What follows belongs to an exercise in optimizing a design on an open flow for small area, a short achievable clock period and few clock cycles; a production flow would make more cautious choices. The RTL was checked by simulation tests, not by an equivalence proof against the original design. No activity file was given, so power comes from the tool's default toggle rates.

Setup of the baseline:
==> flow/design.v <==
module icache_ctrl #(
  parameter int unsigned LINES       = 16,
  parameter int unsigned MEM_LATENCY = 1
) (
  input  logic         clk,
  input  logic         reset,
  input  logic         pc_valid,
  input  logic [31:0]  pc,
  input  logic         flush,
  output logic [31:0]  inst,
  output logic         inst_valid,
  output logic         stall,
  output logic [31:0]  mem_address,
  input  logic [127:0] mem_dataline,
  output logic [31:0]  hit_count,
  output logic [31:0]  miss_count
);
  localparam int unsigned IDX   = $clog2(LINES);
  localparam int unsigned TAG_W = 28 - IDX;
  logic [27:0]        buf_line_q;     
  logic               buf_ok_q;       
  logic               cont_q;         
  logic               first_q;        
  logic               idx_eq_q;       
  logic               tag_miss_q;     
  logic [IDX:0]       carry;          
  logic [6:0]         line_ne;
  logic               buf_hit;
  logic               hit_en;
  logic               stall_en;
  logic               stall_hit;
  logic               served;
  logic               idx_eq;
  logic               next_lo;
  logic               lo_en;
  logic               idx_ne;
  logic               req;
  logic               start;
  logic [31:0]        hit_count_q;
  logic [31:0]        miss_count_q;
  logic               miss_add_q;
  logic [32:0]        hit_carry;
  logic [32:0]        miss_carry;
  logic [31:0]        miss_sum;
  logic [LINES-1:0]   valid_q;
  logic [TAG_W-1:0]   tag_q [LINES];
  logic [IDX-1:0]     buf_idx;
  logic [TAG_W-1:0]   buf_tag;
  logic [TAG_W-1:0]   slot_tag;
  logic               slot_valid;
  logic [LINES-1:0]   idx_oh;         
  logic [3:0]         word_oh;        
  logic               buf_present;
  logic               pc_present;
  logic               new_miss;
  logic               fill;
  logic               fill_q;         
  logic               fill_same_q;    
  logic [IDX-1:0]     fill_idx;       
  assign req     = pc_valid && !flush && !reset;
  assign start   = req && !cont_q;
  for (genvar g = 0; g < 7; g++) begin : g_line_ne
    icache_ctrl_ne4 u_ne (.a(pc[4+4*g +: 4]), .b(buf_line_q[4*g +: 4]), .ne(line_ne[g]));
  end
  assign hit_en  = buf_ok_q && pc_valid && !flush && !reset;
  assign stall_en = buf_ok_q && !flush;
  icache_ctrl_match u_match_iv (.ne(line_ne), .en(hit_en),   .match(inst_valid));
  icache_ctrl_match u_match_st (.ne(line_ne), .en(stall_en), .match(stall_hit));
  icache_ctrl_match u_match    (.ne(line_ne), .en(buf_ok_q), .match(buf_hit));
  assign stall      = pc_valid && !reset && !stall_hit;
  assign served     = req && buf_hit;         
  icache_ctrl_prefix #(IDX) u_carry (.a(buf_line_q[IDX-1:0]), .p(carry));
  icache_ctrl_ne4 u_idx_ne (.a(pc[3+IDX:4]), .b(buf_line_q[IDX-1:0]), .ne(idx_ne));
  assign idx_eq  = !idx_ne;
  assign lo_en   = buf_ok_q && pc[3] && pc[2] && !carry[IDX];
  icache_ctrl_nor2 u_next_lo (.a(idx_ne), .b(!lo_en), .y(next_lo));
  always_comb begin
    mem_address[3:0] = 4'b0000;
    for (int i = 0; i < IDX; i++)
      mem_address[4+i] = pc[4+i] ^ (next_lo && carry[i]);
    mem_address[31:4+IDX] = pc[31:4+IDX];
  end
  assign buf_idx     = buf_line_q[IDX-1:0];
  assign buf_tag     = buf_line_q[27:IDX];
  for (genvar j = 0; j < LINES; j++) begin : g_idx_oh
    assign idx_oh[j] = (buf_idx == IDX'(j));
  end
  for (genvar b = 0; b < TAG_W; b++) begin : g_slot
    logic [LINES-1:0] col;
    for (genvar j = 0; j < LINES; j++) begin : g_col
      assign col[j] = tag_q[j][b];
    end
    icache_ctrl_sel16 u_sel (.sel(idx_oh), .d(col), .y(slot_tag[b]));
  end
  icache_ctrl_sel16 u_sel_valid (.sel(idx_oh), .d(valid_q), .y(slot_valid));
  assign buf_present = fill_same_q || (slot_valid && (slot_tag == buf_tag));
  assign pc_present  = fill_same_q ? !(|line_ne[6:1])
                                   : (slot_valid && (slot_tag == pc[31:4+IDX]));
  assign new_miss = (start && buf_hit && !buf_present) ||
                    (first_q && (idx_eq_q ? tag_miss_q : !buf_present));
  assign fill = served && !buf_present;
  assign fill_idx = fill_same_q ? buf_idx : buf_idx - IDX'(1);
  icache_ctrl_prefix #(32) u_hit_carry  (.a(hit_count_q),  .p(hit_carry));
  icache_ctrl_prefix #(32) u_miss_carry (.a(miss_count_q), .p(miss_carry));
  assign miss_sum = miss_count_q ^ ({32{miss_add_q && !miss_carry[32]}} & miss_carry[31:0]);
  assign hit_count  = hit_count_q;
  assign miss_count = miss_sum;
  for (genvar w = 0; w < 4; w++) begin : g_word_oh
    assign word_oh[w] = (pc[3:2] == 2'(w));
  end
  for (genvar b = 0; b < 32; b++) begin : g_inst
    icache_ctrl_sel4 u_sel (.sel(word_oh),
                            .d({mem_dataline[b], mem_dataline[32+b], mem_dataline[64+b],
                                mem_dataline[96+b]}),
                            .y(inst[b]));
  end
  always_ff @(posedge clk or posedge reset) begin
    if (reset) begin
      buf_ok_q     <= 1'b0;
      cont_q       <= 1'b0;
      first_q      <= 1'b0;
      hit_count_q  <= 32'h0;
      miss_count_q <= 32'h0;
      miss_add_q   <= 1'b0;
      valid_q      <= '0;
      fill_q       <= 1'b0;
      fill_same_q  <= 1'b0;
    end else begin
      buf_ok_q <= !flush;
      cont_q   <= req && !buf_hit;
      first_q  <= start && !buf_hit;
      hit_count_q  <= hit_count_q ^ ({32{served && !hit_carry[32]}} & hit_carry[31:0]);
      miss_add_q   <= new_miss;
      miss_count_q <= miss_sum;
      fill_q <= fill;
      fill_same_q <= fill && !(pc[3] && pc[2] && !carry[IDX]);
      if (flush)
        valid_q <= '0;
      else if (fill_q)
        valid_q[fill_idx] <= 1'b1;
    end
  end
  always_ff @(posedge clk) begin
    buf_line_q <= mem_address[31:4];
    idx_eq_q   <= idx_eq;
    tag_miss_q <= !pc_present;
    if (fill_q)
      tag_q[fill_idx] <= buf_tag;
  end
endmodule
module icache_ctrl_prefix #(
  parameter int unsigned N = 28
) (
  input  logic [N-1:0] a,
  output logic [N:0]   p
);
  localparam int unsigned G = (N + 3) / 4;
  logic [G-1:0] grp;        
  logic [G:0]   below;      
  for (genvar k = 0; k < G; k++) begin : g_grp
    localparam int unsigned W = (4*k + 4 <= N) ? 4 : N - 4*k;
    icache_ctrl_and #(W) u_g (.a(a[4*k +: W]), .y(grp[k]));
  end
  for (genvar k = 0; k <= G; k++) begin : g_below
    if (k == 0) begin : g_none
      assign below[k] = 1'b1;
    end else if (k == 1) begin : g_one
      assign below[k] = grp[0];
    end else if (k <= 4) begin : g_low
      icache_ctrl_and #(k) u_b (.a(grp[k-1:0]), .y(below[k]));
    end else begin : g_high
      logic high;
      if (k == 5) begin : g_h1
        assign high = grp[4];
      end else begin : g_hn
        icache_ctrl_and #(k-4) u_h (.a(grp[k-1:4]), .y(high));
      end
      icache_ctrl_and #(2) u_b (.a({below[4], high}), .y(below[k]));
    end
  end
  for (genvar i = 0; i <= N; i++) begin : g_p
    if (i % 4 == 0) begin : g_whole
      assign p[i] = below[i/4];
    end else if (i < 4) begin : g_first
      icache_ctrl_and #(i) u_p (.a(a[i-1:0]), .y(p[i]));
    end else begin : g_part
      icache_ctrl_and #(i % 4 + 1) u_p (.a({below[i/4], a[i-1:i-i%4]}), .y(p[i]));
    end
  end
endmodule
module icache_ctrl_and #(
  parameter int unsigned N = 2
) (
  input  logic [N-1:0] a,
  output logic         y
);
  assign y = &a;
endmodule
module icache_ctrl_ne4 (
  input  logic [3:0] a,
  input  logic [3:0] b,
  output logic       ne
);
  assign ne = (a != b);
endmodule
module icache_ctrl_match (
  input  logic [6:0] ne,
  input  logic       en,
  output logic       match
);
  logic [3:0] none;
  icache_ctrl_nor2 u_n0 (.a(ne[0]), .b(ne[1]), .y(none[0]));
  icache_ctrl_nor2 u_n1 (.a(ne[2]), .b(ne[3]), .y(none[1]));
  icache_ctrl_nor2 u_n2 (.a(ne[4]), .b(ne[5]), .y(none[2]));
  icache_ctrl_nor2 u_n3 (.a(ne[6]), .b(!en),   .y(none[3]));
  icache_ctrl_and4 u_a  (.a(none), .y(match));
endmodule
module icache_ctrl_nor2 (
  input  logic a,
  input  logic b,
  output logic y
);
  assign y = !(a || b);
endmodule
module icache_ctrl_and4 (
  input  logic [3:0] a,
  output logic       y
);
  assign y = &a;
endmodule
module icache_ctrl_sel16 (
  input  logic [15:0] sel,
  input  logic [15:0] d,
  output logic        y
);
  assign y = |(sel & d);
endmodule
module icache_ctrl_sel4 (
  input  logic [3:0] sel,
  input  logic [3:0] d,
  output logic       y
);
  assign y = |(sel & d);
endmodule
==> flow/config.mk <==
export PLATFORM = sky130hd
export DESIGN_NAME = icache_ctrl
export DESIGN_NICKNAME = icache_ctrl
export VERILOG_FILES = /design/flow/design.v
export SDC_FILE = /design/flow/constraint.sdc
export NUM_CORES = 4
export LEC_CHECK = 0
export CAP_MARGIN = 20
export CORE_MARGIN = 2
export CORE_UTILIZATION = 40
export SETUP_SLACK_MARGIN = 2.4
export SLEW_MARGIN = 20
export SYNTH_HIERARCHICAL = 1
==> flow/constraint.sdc <==
create_clock -name core_clock -period 6.0 [get_ports {clk}]
set_input_delay 1.2000 -clock core_clock [delete_from_list [all_inputs] [get_ports {clk}]]
set_output_delay 1.2000 -clock core_clock [all_outputs]
set_load 0.01 [all_outputs]
standard.sh (not shown) runs the stock make flow with config.mk's settings and CLKGATE_MAP_FILE= SYNTH_SCRIPT=/design/flow/synth_recipe.tcl, a recipe that flattens the netlist after the stock synthesis.
==> flow/flow/run.sh <==
#!/bin/bash
# Own layout flow: the standard synthesis unchanged, then the standard ORFS
# layout with sizing not tied to cell footprints, minimum-size port buffers,
# and a clock tree of smaller buffers without dummy loads.
set -euo pipefail
cd "$(dirname "$0")/.."
bash standard.sh synth > synth.log 2>&1
bash standard.sh \
  MATCH_CELL_FOOTPRINT=0 \
  "BUFFER_PORTS_ARGS=-buffer_cell sky130_fd_sc_hd__buf_1" \
  "CTS_ARGS=-sink_clustering_enable -repair_clock_nets -dont_use_dummy_load -buf_list sky130_fd_sc_hd__clkbuf_16 -sink_clustering_size 26 -sink_clustering_max_diameter 90" \
  finish > layout.log 2>&1
Testbench counts of the baseline, summed over its fixed seeds: cycles 37,210.
Changes in the candidate relative to the baseline:
-- flow/design.v --
<<< the baseline, line 234
  output logic        y
);
  assign y = |(sel & d);
endmodule
module icache_ctrl_sel4 (
>>> the candidate, line 234
  output logic        y
);
  logic [3:0] part;
  for (genvar k = 0; k < 4; k++) begin : g_part
    icache_ctrl_sel4 u_s (.sel(sel[4*k +: 4]), .d(d[4*k +: 4]), .y(part[k]));
  end
  icache_ctrl_or4 u_o (.a(part), .y(y));
endmodule
module icache_ctrl_or4 (
  input  logic [3:0] a,
  output logic       y
);
  assign y = |a;
endmodule
module icache_ctrl_sel4 (
Notes after the runs:
- Diff the baseline..the candidate | core occupancy in the finished layout | negligible
- The candidate ends up with higher count of plain and timing-repair buffers than the baseline does.
- The candidate: first-pass GRT wire length is about 0.75% lower than what the baseline reported.
- The run with more routed wire is the baseline, not the candidate.
- Synthesized area, the candidate and the baseline, higher one = the baseline.
- From the candidate to the baseline, number of ports placed on the die boundary did not move at all.
- Compared to the baseline, the candidate has combinational cell fraction of total power 0.4 points lower.
Testbench counts of the candidate, summed over its fixed seeds: cycles 37,210.

==> static timing again, ports no longer ideal <==
No port has a modelled driver above. Below, the same layouts with a new extraction and two added sets of constraints. Step 1: set_driving_cell puts a clkbuf_16 on clk and a buf_2 on each other input, an assumption about the parent block. Step 2 times the ports against the registers' clock, not the clock port: input delays grow and output delays shrink by t, the midpoint of the rising clock arrivals with the driver on. Three values: ideal, step 1, step 2; two values: the first two.
run | shift t [ns] | setup WS [ns] | worst hold slack (ns)
the baseline | 0.605 | 2.410 / 2.364 / 2.364 | 0.437 / 0.437 / 0.437
the candidate | 0.611 | 2.386 / 2.326 / 2.326 | 0.446 / 0.446 / 0.446
After both steps every run listed still meets setup and hold. The setup slack of the candidate, which loses most, moves by -0.060 ns with the drivers and by -0.060 ns with both steps.
